This design comes from an exercise in tuning for small area, a short achievable clock period and few clock cycles on the open sky130 flow, not from production work. Power figures rest on the tool's default switching activity, not on a simulated workload.

// rms_level_meter_peak_hold
module rms_level_meter_peak_hold #(
    parameter int MAX_FRAMES = rlm_pkg::RLM_MAX_FRAMES
) (
    input  logic                                i_clk,
    input  logic                                i_rst_n,
    input  logic                                i_in_valid,
    output logic                                o_in_ready,
    input  logic signed [rlm_pkg::SAMPLE_W-1:0] i_sample,
    input  logic                                i_last_sample,
    output logic                                o_out_valid,
    input  logic                                i_out_ready,
    output logic [rlm_pkg::LEVEL_W-1:0]         o_level,
    output logic [rlm_pkg::LEVEL_W-1:0]         o_peak_level
);
    localparam int SW = rlm_pkg::SUM_W;
    logic          r_rdy;      
    logic [7:0]    r_cnt;      
    logic [7:0]    r_ncap;     
    logic [14:0]   r_y;        
    logic          r_s;        
    logic          r_v;        
    logic          r_cl;       
    logic          r_done;     
    logic          r_xfer;     
    logic          r_zero;     
    logic [SW-1:0] r_as;
    logic [SW-1:0] r_ac;
    logic [6:0]    r_pk;
    wire       w_busy;
    wire       w_fin;
    wire       w_ov;
    wire [6:0] w_level;
    wire w_full    = ~r_cl & ((r_v & (r_cnt == 8'd254)) | (~r_v & (r_cnt == 8'd255)));
    wire w_take_in = i_in_valid & r_rdy & i_rst_n;
    wire w_close   = w_take_in & (i_last_sample | w_full);
    wire w_block   = r_cl | r_done | w_busy;
    wire w_unblock = r_xfer & ~r_cl;
    wire w_ncap_ld = (r_cl & r_rdy) | (w_unblock & ~r_rdy);
    wire w_busy_n  = r_xfer | (w_busy & ~(w_ov & i_out_ready));
    wire w_done_n  = r_cl | (r_done & ~r_xfer);
    always_ff @(posedge i_clk) begin
        if (!i_rst_n) begin
            r_rdy  <= 1'b1;
            r_cnt  <= 8'd0;
            r_v    <= 1'b0;
  ...
Size in the first run: ~1300 cells after synthesis, roughly 230 flip-flops, roughly 37 I/O pins, ~0.013 mm² of cells after synthesis.
Settings: LEC_CHECK=0, ABC_CLOCK_PERIOD_IN_PS=3000, CAP_MARGIN=20, CORE_MARGIN=2, CORE_UTILIZATION=40, SLEW_MARGIN=20; clock period 10.0 ns.
standard.sh (not shown) runs the stock make flow with config.mk's settings and CLKGATE_MAP_FILE= SYNTH_SCRIPT=/design/flow/synth_recipe.tcl, a recipe that flattens the netlist after the stock synthesis.
==> flow/flow/run.sh <==
#!/bin/bash
# The standard layout, with repair_timing aiming well past the 10 ns clock so that the
# resizer sizes gates and buffers for the period this design can reach. Constraints unchanged.
set -euo pipefail
MARGIN=$(cat flow/margin.txt)
bash standard.sh SETUP_SLACK_MARGIN=$MARGIN finish > standard_flow.log 2>&1
==> flow/flow/margin.txt <==
6.8
Edit:
--- a/flow/design.v
+++ b/flow/design.v
@@ -5,18 +5,17 @@
     localparam int LEVEL_W  = 7;
     localparam int SUM_W = 39;
 endpackage
 `timescale 1ns / 1ps
 module rlm_ctrl (
     input  logic        i_clk,
     input  logic        i_rst_n,
     input  logic        i_load,
-    input  logic [38:0] i_as,
-    input  logic [38:0] i_ac,
+    input  logic [38:0] i_sum,
     input  logic [7:0]  i_nm1,
     input  logic        i_out_ready,
     output logic        o_busy,
     output logic        o_fin,
     output logic        o_valid,
     output logic [6:0]  o_level
 );
     logic [4:0]  r_cnt;     
@@ -24,26 +23,21 @@
     logic        r_mul;
     logic        r_dig;     
     logic        r_div;
     logic        r_sqrt;
     logic        r_fin;     
     logic        r_ov;      
     logic [39:0] r_r;
     logic [9:0]  r_c;
-    logic        r_cf;      
-    logic [38:0] r_rc;      
-    logic        r_ca;      
-    logic        r_top;     
-    wire [2:0] w_ds  = {1'b0, r_r[1:0]} + {1'b0, r_rc[1:0]} + {2'd0, r_ca};
-    wire [1:0] w_dig = r_dig ? {w_ds[1] & ~r_top, w_ds[0]} : 2'd0;
-    wire [2:0] w_lo  = {1'b0, w_dig} + {1'b0, r_c[1:0]} + {2'd0, r_cf};
+    wire [1:0] w_dig = r_dig ? r_r[1:0] : 2'd0;
+    wire [2:0] w_lo  = {1'b0, w_dig} + {1'b0, r_c[1:0]};
     wire [9:0] w_k   = (w_dig == 2'd0) ? 10'd0 : (w_dig == 2'd1) ? 10'd156 :
                        (w_dig == 2'd2) ? 10'd312 : 10'd468;
-    wire [9:0] w_cn  = w_k + {2'd0, r_c[9:2]};
+    wire [9:0] w_cn  = w_k + {2'd0, r_c[9:2]} + {9'd0, w_lo[2]};
     wire [8:0]  w_a   = r_div ? {r_r[39:32], r_r[31]} : {1'b0, r_r[39:32]};
     wire [8:0]  w_b   = r_div ? {1'b0, i_nm1} : {2'b00, r_c[6:0]};
     wire        w_bin = r_div | (r_r[31:30] == 2'b00);
     wire [9:0]  w_d   = {1'b0, w_a} - {1'b0, w_b} - {9'd0, w_bin};
     wire        w_ge  = ~w_d[9];
     wire [7:0]  w_pdiv = w_ge ? w_d[7:0] : w_a[7:0];
     wire [7:0]  w_psq  = w_ge ? {w_d[5:0], r_r[31:30] - 2'd1} : {r_r[37:32], r_r[31:30]};
     wire w_last = (r_cnt == 5'd0);
@@ -77,45 +71,33 @@
                 r_sqrt <= r_div;
             end
         end
     end
     always_ff @(posedge i_clk) begin
         if (i_load) begin
             r_cnt   <= 5'd23;
             r_dig   <= 1'b1;
-            r_r     <= {1'b0, i_as};
-            r_rc    <= i_ac;
-            r_ca    <= 1'b0;
-            r_top   <= 1'b0;
+            r_r     <= {1'b0, i_sum};
             r_c     <= 10'd0;
-            r_cf    <= 1'b0;
         end else begin
             r_cnt   <= w_last ? (r_mul ? 5'd13 : 5'd6) : r_cnt - 5'd1;
-            r_top <= (r_cnt == 5'd5);
             if (r_cnt == 5'd4) begin
                 r_dig <= 1'b0;
             end
-            r_rc       <= {2'b00, r_rc[38:2]};
-            r_ca       <= w_ds[2];
-            r_cf       <= w_lo[2];
-            r_r[17:0]  <= r_r[19:2];
-            if (r_div) begin
+            if (r_mul) begin
+                r_r <= {w_lo[1:0], r_r[39:2]};
+                r_c <= w_cn;
+            end else if (r_div) begin
                 r_r[39:32] <= w_last ? 8'd0 : w_pdiv;
                 r_r[31:18] <= {r_r[30:18], w_ge};
             end else if (r_sqrt) begin
                 r_r[39:32] <= w_psq;
                 r_r[31:18] <= {r_r[29:18], 2'b00};
-            end else begin
-                r_r[39:18] <= {w_lo[1:0], r_r[39:20]};
-            end
-            if (r_mul) begin
-                r_c <= w_cn;
-            end else if (r_sqrt) begin
-                r_c[6:0] <= {r_c[5:0], w_ge};
+                r_c[6:0]   <= {r_c[5:0], w_ge};
             end
         end
     end
     assign o_busy  = r_busy;
     assign o_fin   = r_fin;
     assign o_valid = r_ov;
     assign o_level = r_c[6:0];
 endmodule
@@ -746,22 +728,22 @@
         .ac  (r_ac & {SW{~r_zero}}),
         .os_ (w_as),
         .oc  (w_ac)
     );
     always_ff @(posedge i_clk) begin
         r_as <= w_as;
         r_ac <= w_ac;
     end
+    wire [SW-1:0] w_sum = r_as ^ r_ac;
     rlm_ctrl u_lvl (
         .i_clk   (i_clk),
         .i_rst_n (i_rst_n),
         .i_load  (r_xfer),
-        .i_as    (r_as),
-        .i_ac    (r_ac),
+        .i_sum   (w_sum),
         .i_nm1   (r_ncap),
         .i_out_ready (i_out_ready),
         .o_busy  (w_busy),
         .o_fin   (w_fin),
         .o_valid (w_ov),
         .o_level (w_level)
     );
     always_ff @(posedge i_clk) begin
Result: Clock skew falls by 23 ps; clock-buffer cell count fell by 14; clock power goes down by a quarter to a third; core utilization went down by 1.3 points; non-clock buffer count fell by 20; synthesized area went down by a few percent; final cell count fell by a little under a tenth; first-iteration DRC count climbs by well over a third; flip-flop and latch count falls by 42; wire length goes down by a few percent; via count decreases by a few percent; worst hold slack improves by 48 ps; worst setup slack improved by 140 ps; final area drops by a little under a tenth.
Function was not checked in any run of this note: the RTL went through the layout flow alone.

========
rms_level_meter_peak_hold, a different RTL version from the one above (not shown whole).
Size in the first run: ~190 flip-flops, roughly 37 I/O pins, roughly 15,000 um2 of cells after synthesis.
==> module rlm_ctrl, before the edit <==
module rlm_ctrl (
    input  logic        i_clk,
    input  logic        i_rst_n,
    input  logic        i_load,
    input  logic [38:0] i_sum,
    input  logic [7:0]  i_nm1,
    input  logic        i_out_ready,
    output logic        o_busy,
    output logic        o_fin,
    output logic        o_valid,
    output logic [6:0]  o_level
);
    logic [3:0]  r_cnt;     
    logic        r_busy;
    logic        r_mul;
    logic        r_dig;     
    logic        r_div;
    logic        r_sqrt;
    logic        r_fin;     
    logic        r_ov;      
    logic [39:0] r_r;
    logic [9:0]  r_c;
    logic        r_cf;
    wire [3:0] w_dig = r_dig ? r_r[3:0] : 4'd0;
    wire [4:0] w_lo  = {1'b0, w_dig} + {1'b0, r_c[3:0]} + {4'd0, r_cf};
    logic [9:0] w_k39;
    always_comb begin
        case (w_dig)
            4'd0:  w_k39 = 10'd0;
            4'd1:  w_k39 = 10'd39;
            4'd2:  w_k39 = 10'd78;
            4'd3:  w_k39 = 10'd117;
            4'd4:  w_k39 = 10'd156;
            4'd5:  w_k39 = 10'd195;
            4'd6:  w_k39 = 10'd234;
            4'd7:  w_k39 = 10'd273;
            4'd8:  w_k39 = 10'd312;
            4'd9:  w_k39 = 10'd351;
            4'd10: w_k39 = 10'd390;
            4'd11: w_k39 = 10'd429;
            4'd12: w_k39 = 10'd468;
            4'd13: w_k39 = 10'd507;
            4'd14: w_k39 = 10'd546;
            default: w_k39 = 10'd585;
        endcase
    end
    wire [9:0] w_cn = w_k39 + {4'd0, r_c[9:4]};
    wire [8:0]  w_a   = r_div ? {r_r[39:32], r_r[31]} : {1'b0, r_r[39:32]};
    wire [8:0]  w_b   = r_div ? {1'b0, i_nm1} : {2'b00, r_c[6:0]};
    wire        w_bin = r_div | (r_r[31:30] == 2'b00);
    wire [9:0]  w_d   = {1'b0, w_a} - {1'b0, w_b} - {9'd0, w_bin};
    wire        w_ge  = ~w_d[9];
    wire [7:0]  w_pdiv = w_ge ? w_d[7:0] : w_a[7:0];
    wire [7:0]  w_psq  = w_ge ? {w_d[5:0], r_r[31:30] - 2'd1} : {r_r[37:32], r_r[31:30]};
    wire w_last = (r_cnt == 4'd0);
    always_ff @(posedge i_clk) begin
        if (!i_rst_n) begin
            r_busy <= 1'b0;
            r_mul  <= 1'b0;
            r_div  <= 1'b0;
            r_sqrt <= 1'b0;
            r_fin  <= 1'b0;
            r_ov   <= 1'b0;
        end else if (i_load) begin
            r_busy <= 1'b1;
            r_mul  <= 1'b1;
            r_div  <= 1'b0;
            r_sqrt <= 1'b0;
            r_fin  <= 1'b0;
            r_ov   <= 1'b0;
        end else begin
            if (r_ov & i_out_ready) begin
                r_busy <= 1'b0;
                r_ov   <= 1'b0;
            end
            if (r_fin) begin
                r_ov <= 1'b1;
            end
            r_fin <= w_last & r_sqrt;
            if (w_last) begin
                r_mul  <= 1'b0;
                r_div  <= r_mul;
                r_sqrt <= r_div;
            end
        end
    end
    always_ff @(posedge i_clk) begin
        if (i_load) begin
            r_cnt   <= 4'd11;
            r_dig   <= 1'b1;
            r_r     <= {1'b0, i_sum};
            r_c     <= 10'd0;
            r_cf    <= 1'b0;
        end else begin
            r_cnt   <= w_last ? (r_mul ? 4'd13 : 4'd6) : r_cnt - 4'd1;
            if (r_cnt == 4'd2) begin
                r_dig <= 1'b0;
            end
            if (r_mul) begin
                r_r <= {w_lo[3:0], r_r[39:4]};
                r_c <= w_cn;
                r_cf <= w_lo[4];
            end else if (r_div) begin
                r_r[39:32] <= w_last ? 8'd0 : w_pdiv;
                r_r[31:18] <= {r_r[30:18], w_ge};
            end else if (r_sqrt) begin
                r_r[39:32] <= w_psq;
                r_r[31:18] <= {r_r[29:18], 2'b00};
                r_c[6:0]   <= {r_c[5:0], w_ge};
            end
        end
    end
    assign o_busy  = r_busy;
    assign o_fin   = r_fin;
    assign o_valid = r_ov;
    assign o_level = r_c[6:0];
endmodule
clock: 10.0 ns
lec_check: 0
abc_clock_period_in_ps: 3000
cap_margin: 20
core_margin: 2
core_utilization: 40
slew_margin: 20
Scripts as last shown in full above: flow/flow/run.sh, flow/flow/margin.txt
The first run finished with timing, DRC and antenna clean.
Change:
--- a/flow/design.v
+++ b/flow/design.v
@@ -26,13 +26,12 @@
     logic        r_sqrt;
     logic        r_fin;     
     logic        r_ov;      
     logic [39:0] r_r;
     logic [9:0]  r_c;
-    logic        r_cf;
     wire [3:0] w_dig = r_dig ? r_r[3:0] : 4'd0;
-    wire [4:0] w_lo  = {1'b0, w_dig} + {1'b0, r_c[3:0]} + {4'd0, r_cf};
+    wire [4:0] w_lo  = {1'b0, w_dig} + {1'b0, r_c[3:0]};
     logic [9:0] w_k39;
     always_comb begin
         case (w_dig)
             4'd0:  w_k39 = 10'd0;
             4'd1:  w_k39 = 10'd39;
@@ -50,11 +49,11 @@
             4'd13: w_k39 = 10'd507;
             4'd14: w_k39 = 10'd546;
             default: w_k39 = 10'd585;
         endcase
     end
-    wire [9:0] w_cn = w_k39 + {4'd0, r_c[9:4]};
+    wire [9:0] w_cn = w_k39 + {4'd0, r_c[9:4]} + {9'd0, w_lo[4]};
     wire [8:0]  w_a   = r_div ? {r_r[39:32], r_r[31]} : {1'b0, r_r[39:32]};
     wire [8:0]  w_b   = r_div ? {1'b0, i_nm1} : {2'b00, r_c[6:0]};
     wire        w_bin = r_div | (r_r[31:30] == 2'b00);
     wire [9:0]  w_d   = {1'b0, w_a} - {1'b0, w_b} - {9'd0, w_bin};
     wire        w_ge  = ~w_d[9];
@@ -96,20 +95,18 @@
         if (i_load) begin
             r_cnt   <= 4'd11;
             r_dig   <= 1'b1;
             r_r     <= {1'b0, i_sum};
             r_c     <= 10'd0;
-            r_cf    <= 1'b0;
         end else begin
             r_cnt   <= w_last ? (r_mul ? 4'd13 : 4'd6) : r_cnt - 4'd1;
             if (r_cnt == 4'd2) begin
                 r_dig <= 1'b0;
             end
             if (r_mul) begin
                 r_r <= {w_lo[3:0], r_r[39:4]};
                 r_c <= w_cn;
-                r_cf <= w_lo[4];
             end else if (r_div) begin
                 r_r[39:32] <= w_last ? 8'd0 : w_pdiv;
                 r_r[31:18] <= {r_r[30:18], w_ge};
             end else if (r_sqrt) begin
                 r_r[39:32] <= w_psq;
Result:
- synthesized cell count falls slightly
- clock power rises by a little under a tenth
- design area stays the same
- total power falls slightly
- die area hardly moves
- worst hold slack got worse by 3.2 ps
- cell count falls slightly
- worst setup slack got worse by 26 ps
- sequential power stays flat
- global-route usage falls by 0.42 points
- utilization is unchanged
- wire length falls slightly
Function was not checked in any run of this note: the RTL went through the layout flow alone.

========
Setup of run X:
rms_level_meter_peak_hold, a different RTL version from the one above (not shown whole).
For scale: about 190 flip-flops, ~37 I/O pins, about 14000 µm² of cells after synthesis.
==> module rlm_ctrl, before the edit <==
module rlm_ctrl (
    input  logic        i_clk,
    input  logic        i_rst_n,
    input  logic        i_load,
    input  logic [38:0] i_sum,
    input  logic [7:0]  i_nm1,
    input  logic        i_out_ready,
    output logic        o_busy,
    output logic        o_fin,
    output logic        o_valid,
    output logic [6:0]  o_level
);
    logic [4:0]  r_cnt;     
    logic        r_busy;
    logic        r_mul;
    logic        r_dig;     
    logic        r_div;
    logic        r_sqrt;
    logic        r_fin;     
    logic        r_ov;      
    logic [39:0] r_r;
    logic [9:0]  r_c;
    wire [1:0] w_dig = r_dig ? r_r[1:0] : 2'd0;
    wire [2:0] w_lo  = {1'b0, w_dig} + {1'b0, r_c[1:0]};
    wire [9:0] w_k   = (w_dig == 2'd0) ? 10'd0 : (w_dig == 2'd1) ? 10'd156 :
                       (w_dig == 2'd2) ? 10'd312 : 10'd468;
    wire [9:0] w_cn  = w_k + {2'd0, r_c[9:2]} + {9'd0, w_lo[2]};
    wire [8:0]  w_a   = r_div ? {r_r[39:32], r_r[31]} : {1'b0, r_r[39:32]};
    wire [8:0]  w_b   = r_div ? {1'b0, i_nm1} : {2'b00, r_c[6:0]};
    wire        w_bin = r_div | (r_r[31:30] == 2'b00);
    wire [9:0]  w_d   = {1'b0, w_a} - {1'b0, w_b} - {9'd0, w_bin};
    wire        w_ge  = ~w_d[9];
    wire [7:0]  w_pdiv = w_ge ? w_d[7:0] : w_a[7:0];
    wire [7:0]  w_psq  = w_ge ? {w_d[5:0], r_r[31:30] - 2'd1} : {r_r[37:32], r_r[31:30]};
    wire w_last = (r_cnt == 5'd0);
    always_ff @(posedge i_clk) begin
        if (!i_rst_n) begin
            r_busy <= 1'b0;
            r_mul  <= 1'b0;
            r_div  <= 1'b0;
            r_sqrt <= 1'b0;
            r_fin  <= 1'b0;
            r_ov   <= 1'b0;
        end else if (i_load) begin
            r_busy <= 1'b1;
            r_mul  <= 1'b1;
            r_div  <= 1'b0;
            r_sqrt <= 1'b0;
            r_fin  <= 1'b0;
            r_ov   <= 1'b0;
        end else begin
            if (r_ov & i_out_ready) begin
                r_busy <= 1'b0;
                r_ov   <= 1'b0;
            end
            if (r_fin) begin
                r_ov <= 1'b1;
            end
            r_fin <= w_last & r_sqrt;
            if (w_last) begin
                r_mul  <= 1'b0;
                r_div  <= r_mul;
                r_sqrt <= r_div;
            end
        end
    end
    always_ff @(posedge i_clk) begin
        if (i_load) begin
            r_cnt   <= 5'd23;
            r_dig   <= 1'b1;
            r_r     <= {1'b0, i_sum};
            r_c     <= 10'd0;
        end else begin
            r_cnt   <= w_last ? (r_mul ? 5'd13 : 5'd6) : r_cnt - 5'd1;
            if (r_cnt == 5'd4) begin
                r_dig <= 1'b0;
            end
            if (r_mul) begin
                r_r <= {w_lo[1:0], r_r[39:2]};
                r_c <= w_cn;
            end else if (r_div) begin
                r_r[39:32] <= w_last ? 8'd0 : w_pdiv;
                r_r[31:18] <= {r_r[30:18], w_ge};
            end else if (r_sqrt) begin
                r_r[39:32] <= w_psq;
                r_r[31:18] <= {r_r[29:18], 2'b00};
                r_c[6:0]   <= {r_c[5:0], w_ge};
            end
        end
    end
    assign o_busy  = r_busy;
    assign o_fin   = r_fin;
    assign o_valid = r_ov;
    assign o_level = r_c[6:0];
endmodule
==> flow/config.mk <==
export PLATFORM = sky130hd
export DESIGN_NAME = rms_level_meter_peak_hold
export DESIGN_NICKNAME = rms_level_meter_peak_hold
export VERILOG_FILES = /design/flow/design.v
export SDC_FILE = /design/flow/constraint.sdc
export NUM_CORES = 4
export LEC_CHECK = 0
export ABC_CLOCK_PERIOD_IN_PS = 3000
export CAP_MARGIN = 20
export CORE_MARGIN = 2
export CORE_UTILIZATION = 40
export SLEW_MARGIN = 20
==> flow/constraint.sdc <==
create_clock -name core_clock -period 10.0 [get_ports {i_clk}]
set_input_delay 2.0000 -clock core_clock [delete_from_list [all_inputs] [get_ports {i_clk}]]
set_output_delay 2.0000 -clock core_clock [all_outputs]
set_load 0.01 [all_outputs]
Scripts as last shown in full above: flow/flow/run.sh, flow/flow/margin.txt
What run F does differently from run X at the input level:
diff --git a/flow/design.v b/flow/design.v
--- a/flow/design.v
+++ b/flow/design.v
@@ -17,31 +17,28 @@
     output logic        o_fin,
     output logic        o_valid,
     output logic [6:0]  o_level
 );
-    logic [4:0]  r_cnt;     
+    logic [3:0]  r_cnt;     
     logic        r_busy;
     logic        r_mul;
     logic        r_dig;     
     logic        r_div;
     logic        r_sqrt;
+    logic        r_first;   
     logic        r_fin;     
     logic        r_ov;      
     logic [39:0] r_r;
     logic [9:0]  r_c;
-    wire [1:0] w_dig = r_dig ? r_r[1:0] : 2'd0;
-    wire [2:0] w_lo  = {1'b0, w_dig} + {1'b0, r_c[1:0]};
-    wire [9:0] w_k   = (w_dig == 2'd0) ? 10'd0 : (w_dig == 2'd1) ? 10'd156 :
-                       (w_dig == 2'd2) ? 10'd312 : 10'd468;
-    wire [9:0] w_cn  = w_k + {2'd0, r_c[9:2]} + {9'd0, w_lo[2]};
-    wire [8:0]  w_a   = r_div ? {r_r[39:32], r_r[31]} : {1'b0, r_r[39:32]};
-    wire [8:0]  w_b   = r_div ? {1'b0, i_nm1} : {2'b00, r_c[6:0]};
-    wire        w_bin = r_div | (r_r[31:30] == 2'b00);
-    wire [9:0]  w_d   = {1'b0, w_a} - {1'b0, w_b} - {9'd0, w_bin};
-    wire        w_ge  = ~w_d[9];
-    wire [7:0]  w_pdiv = w_ge ? w_d[7:0] : w_a[7:0];
-    wire [7:0]  w_psq  = w_ge ? {w_d[5:0], r_r[31:30] - 2'd1} : {r_r[37:32], r_r[31:30]};
-    wire w_last = (r_cnt == 5'd0);
+    wire [3:0]  w_dig = r_dig ? r_r[3:0] : 4'd0;
+    wire [13:0] w_t   = 14'(w_dig * 10'd625) + 14'(r_c);
+    wire [7:0]  w_rem = r_first ? 8'd0 : r_r[39:32];
+    wire [9:0]  w_a   = r_div ? {1'b0, r_r[39:32], r_r[31]} : {w_rem, r_r[31:30]};
+    wire [9:0]  w_b   = r_div ? {2'b00, i_nm1} : {1'b0, r_c[6:0], 2'b00};
+    wire [10:0] w_sum = {1'b0, w_a} + {1'b0, ~w_b};
+    wire        w_ge  = w_sum[10];
+    wire [7:0]  w_new = w_ge ? w_sum[7:0] : w_a[7:0];
+    wire w_last = (r_cnt == 4'd0);
     always_ff @(posedge i_clk) begin
         if (!i_rst_n) begin
             r_busy <= 1'b0;
             r_mul  <= 1'b0;
@@ -73,25 +70,27 @@
         end
     end
     always_ff @(posedge i_clk) begin
         if (i_load) begin
-            r_cnt   <= 5'd23;
+            r_cnt   <= 4'd11;
             r_dig   <= 1'b1;
+            r_first <= 1'b0;
             r_r     <= {1'b0, i_sum};
             r_c     <= 10'd0;
         end else begin
-            r_cnt   <= w_last ? (r_mul ? 5'd13 : 5'd6) : r_cnt - 5'd1;
-            if (r_cnt == 5'd4) begin
+            r_cnt   <= w_last ? (r_mul ? 4'd13 : 4'd6) : r_cnt - 4'd1;
+            if (r_cnt == 4'd2) begin
                 r_dig <= 1'b0;
             end
+            r_first <= w_last & r_div;
             if (r_mul) begin
-                r_r <= {w_lo[1:0], r_r[39:2]};
-                r_c <= w_cn;
+                r_r <= {w_t[3:0], r_r[39:4]};
+                r_c <= w_t[13:4];
             end else if (r_div) begin
-                r_r[39:32] <= w_last ? 8'd0 : w_pdiv;
+                r_r[39:32] <= w_new;
                 r_r[31:18] <= {r_r[30:18], w_ge};
             end else if (r_sqrt) begin
-                r_r[39:32] <= w_psq;
+                r_r[39:32] <= w_new;
                 r_r[31:18] <= {r_r[29:18], 2'b00};
                 r_c[6:0]   <= {r_c[5:0], w_ge};
             end
         end
==> comparison <==
- Setup WNS run X -> run F: worse
- Run F: area growth from synthesis to layout is 0.45 points higher than what run X reported.
- Between run F and run X, the multiplexer area fraction after synthesis is higher for run X.
- The final reports for run F and run X show clock network fraction of design power lower in the former.
- Run comparison: run X cell type of the slowest stage on the worst timing path sky130_fd_sc_hd__or4_1; run F cell type of the slowest stage on the worst timing path sky130_fd_sc_hd__fa_1
- Worst path required time: run F > run X
- Run F vs run X — multi-input combinational area share rose 0.40 points.
- Re level count of the clock H-tree: no difference whatsoever between run F and run X.
- Die area | run F > run X
Function was not checked in any run of this note: the RTL went through the layout flow alone.

what the ideal ports hide:
No port has a modelled driver above. Below, the same layouts with a new extraction and two added sets of constraints. Step 1 sets driving cells, clkbuf_16 on the clock port and buf_2 on the other inputs (assumed; they add their load-dependent delay and slew). Step 2 adds t to the input delays and takes it off the output delays; t is the mean of the earliest and latest rising clock arrival at the registers after step 1. Input paths then give back, and output paths get back, about the clock's delay inside the block. Three values: ideal ports, drivers, drivers and shift; two values: the first two.
run | t (ns) | setup WS [ns] | clock arrival spread, ns | slew at the worst register clock pin (ns) | cell pins on the clock port's net
the first run of note 1 | 0.583 | 6.735 / 6.686 / 6.609 | 0.034 / 0.034 | 0.06 / 0.06 | 1
the second run of note 1 | 0.476 | 6.875 / 6.825 / 6.613 | 0.011 / 0.011 | 0.07 / 0.07 | 1
the first run of note 2 | 0.505 | 6.772 / 6.772 / 6.547 | 0.014 / 0.014 | 0.08 / 0.08 | 1
the second run of note 2 | 0.496 | 6.746 / 6.746 / 6.492 | 0.015 / 0.015 | 0.07 / 0.07 | 1
run X | 0.488 | 6.797 / 6.797 / 6.627 | 0.018 / 0.018 | 0.08 / 0.08 | 1
run F | 0.509 | 6.758 / 6.758 / 6.462 | 0.022 / 0.022 | 0.09 / 0.09 | 1
After both steps setup and hold are still met in every run listed. For run F, which loses most, drivers alone change the setup slack by 0.000 ns; drivers and shift together by -0.296 ns.
